Context: an optimization exercise on an open-source flow, tuned for small area and a short achievable clock period. The choices shown serve that exercise and are no tape-out recipe. Only simulation tests tie the RTL to the original design; equivalence was not proved. Power and IR drop assume default switching activity.

==> flow/design.v <==
package dandy_pkg;
   localparam logic [7:0] HDR_BYTE = 8'hA5;
   localparam logic [7:0] DAC_MID  = 8'h80;
   typedef struct packed {
      logic [7:0] x;
      logic [7:0] y;
   } point_t;
endpackage
module xy_point_bank (
   input  logic        clk,
   input  logic        en_i,      
   input  logic        load_i,    
   input  logic [15:0] wdata_i,
   input  logic        one_i,     
   input  logic        two_i,     
   input  logic [5:0]  inc_i,     
   output logic [15:0] head_o,
   output logic [15:0] next_o
);
   logic [15:0]        h_q, p1_q;
   logic [30:0][15:0]  s31_q;
   logic [15:0][15:0]  s16_q;
   logic [7:0][15:0]   s8_q;
   logic [3:0][15:0]   s4_q;
   logic [1:0][15:0]   s2_q;
   logic [15:0]        s1_q;
   logic [15:0]        c0, c1, c2, c3, c4, c5, c6;
   assign c0 = load_i ? wdata_i : h_q;
   assign c1 = inc_i[5] ? s31_q[0] : c0;
   assign c2 = inc_i[4] ? s16_q[0] : c1;
   assign c3 = inc_i[3] ? s8_q[0]  : c2;
   assign c4 = inc_i[2] ? s4_q[0]  : c3;
   assign c5 = inc_i[1] ? s2_q[0]  : c4;
   assign c6 = inc_i[0] ? s1_q     : c5;
   assign next_o = one_i ? c0 : p1_q;
   always_ff @(posedge clk)
      if (en_i) begin
         h_q       <= next_o;
         p1_q      <= two_i ? c0 : c6;
         s31_q     <= {c0, s31_q[30:1]};
         s16_q     <= {c1, s16_q[15:1]};
         s8_q      <= {c2, s8_q[7:1]};
         s4_q      <= {c3, s4_q[3:1]};
         s2_q      <= {c4, s2_q[1]};
         s1_q      <= c5;
      end
   assign head_o = h_q;
endmodule
module xy_frame_sequencer
#(
   parameter int          DEPTH   = 64,
   parameter int          DWELL   = 2,
   parameter logic [15:0] TIMEOUT = 16'd50000
) (
   input  logic       clk,
   input  logic       reset,
   input  logic       enable,
   input  logic       step,
   input  logic       rx_valid,
   input  logic [7:0] rx_data,
   output logic [7:0] xdac,
   output logic [7:0] ydac,
   output logic       frame_start,
   output logic       loading,
   output logic       load_err
);
   logic       st_c_q, st_x_q, st_y_q, busy_q, err_q;
   logic [5:0] rem_q;           
   logic       last_q;          
   logic       fx_q;            
   logic [15:0] wd_q;           
   logic       hdr, cnt_ok, wr_en;
   logic       ld_done;
   logic [15:0] wdata;
   assign hdr     = (rx_data == dandy_pkg::HDR_BYTE);
   assign cnt_ok  = (rx_data != 8'd0) && (rx_data <= 8'd64);
   assign wr_en   = rx_valid && st_y_q;
   assign wdata   = {wd_q[15:8], rx_data};
   always_ff @(posedge clk)
      if (reset) begin
         st_c_q <= 1'b0;
         st_x_q <= 1'b0;
         st_y_q <= 1'b0;
         busy_q <= 1'b0;
         err_q  <= 1'b0;
      end else if (rx_valid) begin
         st_c_q <= !busy_q && hdr;
         st_x_q <= (st_c_q && cnt_ok) || (st_y_q && !last_q);
         st_y_q <= st_x_q;
         busy_q <= (!busy_q && hdr) || (st_c_q && cnt_ok) || st_x_q || (st_y_q && !last_q);
         if (st_c_q) err_q <= !cnt_ok;
      end
   always_ff @(posedge clk)
      if (rx_valid) begin
         if (st_c_q) begin
            rem_q  <= 6'(rx_data - 8'd1);
            last_q <= (rx_data == 8'd1);
            fx_q   <= 1'b1;
         end
         if (st_y_q) begin
            rem_q  <= rem_q - 6'd1;
            last_q <= (rem_q == 6'd1);
            fx_q   <= 1'b0;
         end
      end
   logic       one_q [2];
   logic [5:0] inc_q [2];
   logic       two   [2];
   logic [5:0] lidx  [2];       
   for (genvar b = 0; b < 2; b++) begin : g_shape
      assign two[b]  = !one_q[b] && (inc_q[b] == 6'd0);
      assign lidx[b] = one_q[b]    ? 6'd0 :
                       inc_q[b][5] ? {1'b1, inc_q[b][4:0]} : {1'b0, inc_q[b][4:0] + 5'd1};
   end
   logic        run_q, dwell_q, act_q, swp_q, fs_q, rot_q, have_q;
   logic        a_q;            
   logic        w_q;            
   logic        i_q;            
   logic        d_q;            
   logic [5:0]  idx_q;
   logic [15:0] rdata_q;
   logic [15:0] head [2];
   logic [15:0] nxt  [2];
   logic        last_pt, es, adv, wrap, swap_ok, swap_w, swap_i, start, rd_en;
   logic        act_n;
   logic        wr_q, wb_q, lag_q;
   logic [15:0] lhead [2];      
   logic [15:0] c_act, c_new, c_done;
   assign act_n   = ~act_q;
   assign last_pt = (idx_q == lidx[act_q]);
   assign es      = enable && step;
   assign start   = enable && i_q;
   assign adv     = es && a_q;
   assign wrap    = es && w_q;
   assign swap_ok = swp_q && !(st_x_q || st_y_q);
   assign ld_done = rx_valid && d_q;
   assign swap_w  = wrap && (swap_ok || ld_done);
   assign swap_i  = ld_done && !have_q;
   assign rd_en   = start || adv;
   assign c_act   = lhead[act_q];
   assign c_new   = lhead[act_n];
   assign c_done  = one_q[act_n] ? wdata : nxt[act_n];
   always_ff @(posedge clk)
      if (rx_valid && st_x_q && fx_q) begin
         one_q[act_n] <= (rem_q == 6'd0);
         inc_q[act_n] <= {rem_q[5], rem_q[5] ? rem_q[4:0] : rem_q[4:0] - 5'd1};
      end
   always_ff @(posedge clk)
      if (reset) begin
         run_q   <= 1'b0;
         dwell_q <= 1'b0;
         a_q     <= 1'b0;
         w_q     <= 1'b0;
         i_q     <= 1'b0;
         d_q     <= 1'b0;
         idx_q   <= '0;
         act_q   <= 1'b0;
         swp_q   <= 1'b0;
         fs_q    <= 1'b0;
         rot_q   <= 1'b0;
         lag_q   <= 1'b0;
         have_q  <= 1'b0;
         rdata_q <= {dandy_pkg::DAC_MID, dandy_pkg::DAC_MID};
      end else begin
         fs_q   <= start || wrap;
         rot_q  <= rd_en;
         lag_q  <= (rot_q || lag_q) && wr_q && (wb_q == act_q);
         have_q <= have_q || ld_done;
         i_q    <= !run_q && (have_q ? !enable : ld_done);
         if (rx_valid) d_q <= st_x_q && last_q;
         if (start) run_q <= 1'b1;
         if (start)              dwell_q <= 1'b0;
         else if (run_q && es)   dwell_q <= !dwell_q;
         if (run_q && es) begin
            a_q <= !dwell_q;
            w_q <= !dwell_q && last_pt;
         end
         if (start || wrap) idx_q <= '0;
         else if (adv)      idx_q <= idx_q + 6'd1;
         if (swap_i || swap_w) act_q <= act_n;
         if (swap_w)                 swp_q <= 1'b0;
         else if (ld_done && have_q) swp_q <= 1'b1;
         if (wrap && ld_done)       rdata_q <= c_done;
         else if (wrap && swap_ok)  rdata_q <= c_new;
         else if (rd_en)            rdata_q <= c_act;
      end
   always_ff @(posedge clk) begin
      wr_q <= wr_en;
      if (wr_en) wb_q <= act_n;
      if (rx_valid && st_x_q) wd_q[15:8] <= rx_data;
      if (wr_en)              wd_q[7:0]  <= rx_data;
   end
   for (genvar b = 0; b < 2; b++) begin : g_bank
      logic en, ld, rot, sel1;
      assign ld   = wr_q && (wb_q == 1'(b));
      assign rot  = (rot_q || lag_q) && (act_q == 1'(b));
      assign en   = ld || rot;
      assign sel1 = ld || (lag_q && (act_q == 1'(b)));
      assign lhead[b] = sel1 ? nxt[b] : head[b];
      xy_point_bank u_bank (
         .clk     (clk),
         .en_i    (en),
         .load_i  (ld),
         .wdata_i (wd_q),
         .one_i   (one_q[b]),
         .two_i   (two[b]),
         .inc_i   (inc_q[b]),
         .head_o  (head[b]),
         .next_o  (nxt[b])
      );
   end
   assign xdac        = rdata_q[15:8];
   assign ydac        = rdata_q[7:0];
   assign frame_start = fs_q;
   assign loading     = busy_q;
   assign load_err    = err_q;
endmodule
==> flow/config.mk <==
export PLATFORM = sky130hd
export DESIGN_NAME = xy_frame_sequencer
export DESIGN_NICKNAME = xy_frame_sequencer
export VERILOG_FILES = /design/flow/design.v
export SDC_FILE = /design/flow/constraint.sdc
export NUM_CORES = 4
export LEC_CHECK = 0
export CAP_MARGIN = 20
export CORE_MARGIN = 2
export CORE_UTILIZATION = 55
export SLEW_MARGIN = 20
==> flow/constraint.sdc <==
create_clock -name core_clock -period 9.0 [get_ports {clk}]
set_input_delay 1.8000 -clock core_clock [delete_from_list [all_inputs] [get_ports {clk}]]
set_output_delay 1.8000 -clock core_clock [all_outputs]
set_load 0.01 [all_outputs]
standard.sh (not shown) runs the stock make flow with config.mk's settings and CLKGATE_MAP_FILE= SYNTH_SCRIPT=/design/flow/synth_recipe.tcl, a recipe that flattens the netlist after the stock synthesis.
==> flow/flow/run.sh <==
#!/bin/bash
# Standard ORFS layout (the standard.sh) with these changes:
#  - synthesis is the standard synthesis script, except that ABC maps the
#    logic with an area-oriented script (flow/area.abc); registers are not
#    touched by ABC, so they come out as in the standard synthesis;
#  - footprint matching off, so timing repair may resize the port buffers;
#  - port buffers start as buf_2 rather than a delay cell;
#  - setup repair aims at a tighter slack margin;
#  - CTS without dummy loads and with larger sink clusters.
set -euo pipefail
here=$(pwd)
export MY_ABC_SCRIPT=$here/flow/area.abc
{
  head -n 1 synth_recipe.tcl
  cat <<'TCL'
proc abc {args} {
  set i [lsearch -exact $args -script]
  if {$i >= 0} { lset args [expr {$i + 1}] $::env(MY_ABC_SCRIPT) }
  yosys abc {*}$args
}
TCL
  tail -n +2 synth_recipe.tcl
} > area_synth.tcl
bash standard.sh \
  SYNTH_SCRIPT=$here/area_synth.tcl \
  MATCH_CELL_FOOTPRINT=0 \
  SETUP_SLACK_MARGIN=6 \
  "BUFFER_PORTS_ARGS=-buffer_cell sky130_fd_sc_hd__buf_2" \
  "CTS_ARGS=-sink_clustering_enable -repair_clock_nets -sink_clustering_size 30 -sink_clustering_max_diameter 80 -buf_list sky130_fd_sc_hd__clkbuf_16 -dont_use_dummy_load" \
  finish > make_finish.log 2>&1
==> flow/flow/area.abc <==
strash
dch -f
amap
topo
The first run finished clean.
Change:
--- a/flow/design.v
+++ b/flow/design.v
@@ -67,8 +67,9 @@
    logic       st_c_q, st_x_q, st_y_q, busy_q, err_q;
    logic [5:0] rem_q;           
    logic       last_q;          
    logic       fx_q;            
+   logic       cfg_q;           
    logic [15:0] wd_q;           
    logic       hdr, cnt_ok, wr_en;
    logic       ld_done;
    logic [15:0] wdata;
@@ -89,8 +90,10 @@
          st_y_q <= st_x_q;
          busy_q <= (!busy_q && hdr) || (st_c_q && cnt_ok) || st_x_q || (st_y_q && !last_q);
          if (st_c_q) err_q <= !cnt_ok;
       end
+   always_ff @(posedge clk)
+      cfg_q <= rx_valid && st_x_q && fx_q;
    always_ff @(posedge clk)
       if (rx_valid) begin
          if (st_c_q) begin
             rem_q  <= 6'(rx_data - 8'd1);
@@ -120,15 +123,19 @@
    logic [5:0]  idx_q;
    logic [15:0] rdata_q;
    logic [15:0] head [2];
    logic [15:0] nxt  [2];
-   logic        last_pt, es, adv, wrap, swap_ok, swap_w, swap_i, start, rd_en;
+   logic        lp_q, l0_act, l0_new, l_inc, es, adv, wrap, swap_ok, swap_w, swap_i, start, rd_en;
    logic        act_n;
-   logic        wr_q, wb_q, lag_q;
+   logic        lag_q, lag_d, act_d;
+   logic        ld_q [2];       
+   logic        en_q [2];       
    logic [15:0] lhead [2];      
    logic [15:0] c_act, c_new, c_done;
    assign act_n   = ~act_q;
-   assign last_pt = (idx_q == lidx[act_q]);
+   assign l0_act  = (lidx[act_q] == 6'd0);
+   assign l0_new  = (lidx[act_n] == 6'd0);
+   assign l_inc   = (idx_q + 6'd1 == lidx[act_q]);
    assign es      = enable && step;
    assign start   = enable && i_q;
    assign adv     = es && a_q;
    assign wrap    = es && w_q;
@@ -136,13 +143,18 @@
    assign ld_done = rx_valid && d_q;
    assign swap_w  = wrap && (swap_ok || ld_done);
    assign swap_i  = ld_done && !have_q;
    assign rd_en   = start || adv;
+   assign act_d   = act_q ^ (swap_i || swap_w);
+   assign lag_d   = (rot_q || lag_q) && ld_q[act_q];
+   logic [15:0] y_es, y_e;
    assign c_act   = lhead[act_q];
    assign c_new   = lhead[act_n];
-   assign c_done  = one_q[act_n] ? wdata : nxt[act_n];
-   always_ff @(posedge clk)
-      if (rx_valid && st_x_q && fx_q) begin
+   assign y_es    = w_q ? (swap_ok ? c_new : c_act) : (a_q || i_q) ? c_act : rdata_q;
+   assign y_e     = i_q ? c_act : rdata_q;
+   assign c_done  = fx_q ? wdata : nxt[act_n];
+   always_ff @(posedge clk)
+      if (cfg_q) begin
          one_q[act_n] <= (rem_q == 6'd0);
          inc_q[act_n] <= {rem_q[5], rem_q[5] ? rem_q[4:0] : rem_q[4:0] - 5'd1};
       end
    always_ff @(posedge clk)
@@ -150,8 +162,9 @@
          run_q   <= 1'b0;
          dwell_q <= 1'b0;
          a_q     <= 1'b0;
          w_q     <= 1'b0;
+         lp_q    <= 1'b0;
          i_q     <= 1'b0;
          d_q     <= 1'b0;
          idx_q   <= '0;
          act_q   <= 1'b0;
@@ -163,45 +176,46 @@
          rdata_q <= {dandy_pkg::DAC_MID, dandy_pkg::DAC_MID};
       end else begin
          fs_q   <= start || wrap;
          rot_q  <= rd_en;
-         lag_q  <= (rot_q || lag_q) && wr_q && (wb_q == act_q);
+         lag_q  <= lag_d;
          have_q <= have_q || ld_done;
          i_q    <= !run_q && (have_q ? !enable : ld_done);
          if (rx_valid) d_q <= st_x_q && last_q;
          if (start) run_q <= 1'b1;
          if (start)              dwell_q <= 1'b0;
          else if (run_q && es)   dwell_q <= !dwell_q;
          if (run_q && es) begin
             a_q <= !dwell_q;
-            w_q <= !dwell_q && last_pt;
+            w_q <= !dwell_q && lp_q;
          end
+         if (start)     lp_q <= l0_act;
+         else if (wrap) lp_q <= (rx_valid && d_q) ? fx_q : swap_ok ? l0_new : l0_act;
+         else if (adv)  lp_q <= l_inc;
          if (start || wrap) idx_q <= '0;
          else if (adv)      idx_q <= idx_q + 6'd1;
-         if (swap_i || swap_w) act_q <= act_n;
+         act_q  <= act_d;
          if (swap_w)                 swp_q <= 1'b0;
          else if (ld_done && have_q) swp_q <= 1'b1;
-         if (wrap && ld_done)       rdata_q <= c_done;
-         else if (wrap && swap_ok)  rdata_q <= c_new;
-         else if (rd_en)            rdata_q <= c_act;
+         if (enable) rdata_q <= !step ? y_e : (rx_valid && w_q && d_q) ? c_done : y_es;
       end
    always_ff @(posedge clk) begin
-      wr_q <= wr_en;
-      if (wr_en) wb_q <= act_n;
       if (rx_valid && st_x_q) wd_q[15:8] <= rx_data;
       if (wr_en)              wd_q[7:0]  <= rx_data;
    end
    for (genvar b = 0; b < 2; b++) begin : g_bank
-      logic en, ld, rot, sel1;
-      assign ld   = wr_q && (wb_q == 1'(b));
-      assign rot  = (rot_q || lag_q) && (act_q == 1'(b));
-      assign en   = ld || rot;
-      assign sel1 = ld || (lag_q && (act_q == 1'(b)));
+      logic ld_d, sel1;
+      assign ld_d = wr_en && (act_n == 1'(b));
+      always_ff @(posedge clk) begin
+         ld_q[b] <= ld_d;
+         en_q[b] <= ld_d || (!reset && (rd_en || lag_d) && (act_d == 1'(b)));
+      end
+      assign sel1 = ld_q[b] || (lag_q && (act_q == 1'(b)));
       assign lhead[b] = sel1 ? nxt[b] : head[b];
       xy_point_bank u_bank (
          .clk     (clk),
-         .en_i    (en),
-         .load_i  (ld),
+         .en_i    (en_q[b]),
+         .load_i  (ld_q[b]),
          .wdata_i (wd_q),
          .one_i   (one_q[b]),
          .two_i   (two[b]),
          .inc_i   (inc_q[b]),
Effect: The new run ran to the end with no violations. Cell area shrinks by 0.36%. Final cell count is higher by 0.77%. Global-route usage shrinks by 0.93 points. Setup slack loses 0.028 ns. Utilization shrinks by 0.38 points. Routed wire length went down by 4.4%. Critical path depth does not change. Via count goes down by 0.68%. Maximum frequency decreases by 0.92%. Power climbs by 0.93%. Die area goes up by 0.71%. Count of clock-buffer cells in the layout is lower by 3.

## re-timing with driven ports
How much do the figures lean on ideal ports? The routed layouts below were timed once more, with nothing changed but the port constraints. Step 1: set_driving_cell puts a clkbuf_16 on clk and a buf_2 on each other input, an assumption about the parent block. Step 2 times the ports against the registers' clock, not the clock port: input delays grow and output delays shrink by t, the midpoint of the rising clock arrivals with the driver on. Slacks: ideal ports / drivers / drivers and shift; pairs: ideal ports / drivers.
run | t, ns | setup slack, ns | worst setup path at the end | clock arrival spread, ns | cell pins on the clock port's net
the first run | 0.736 | 5.997 / 5.928 / 5.317 | input to register | 0.082 / 0.082 | 1
the second run | 0.750 | 5.969 / 5.892 / 5.367 | input to register | 0.081 / 0.081 | 1
After both steps setup and hold are still met in every run listed. For the first run, which loses most, drivers alone change the setup slack by -0.069 ns; drivers and shift together by -0.680 ns.
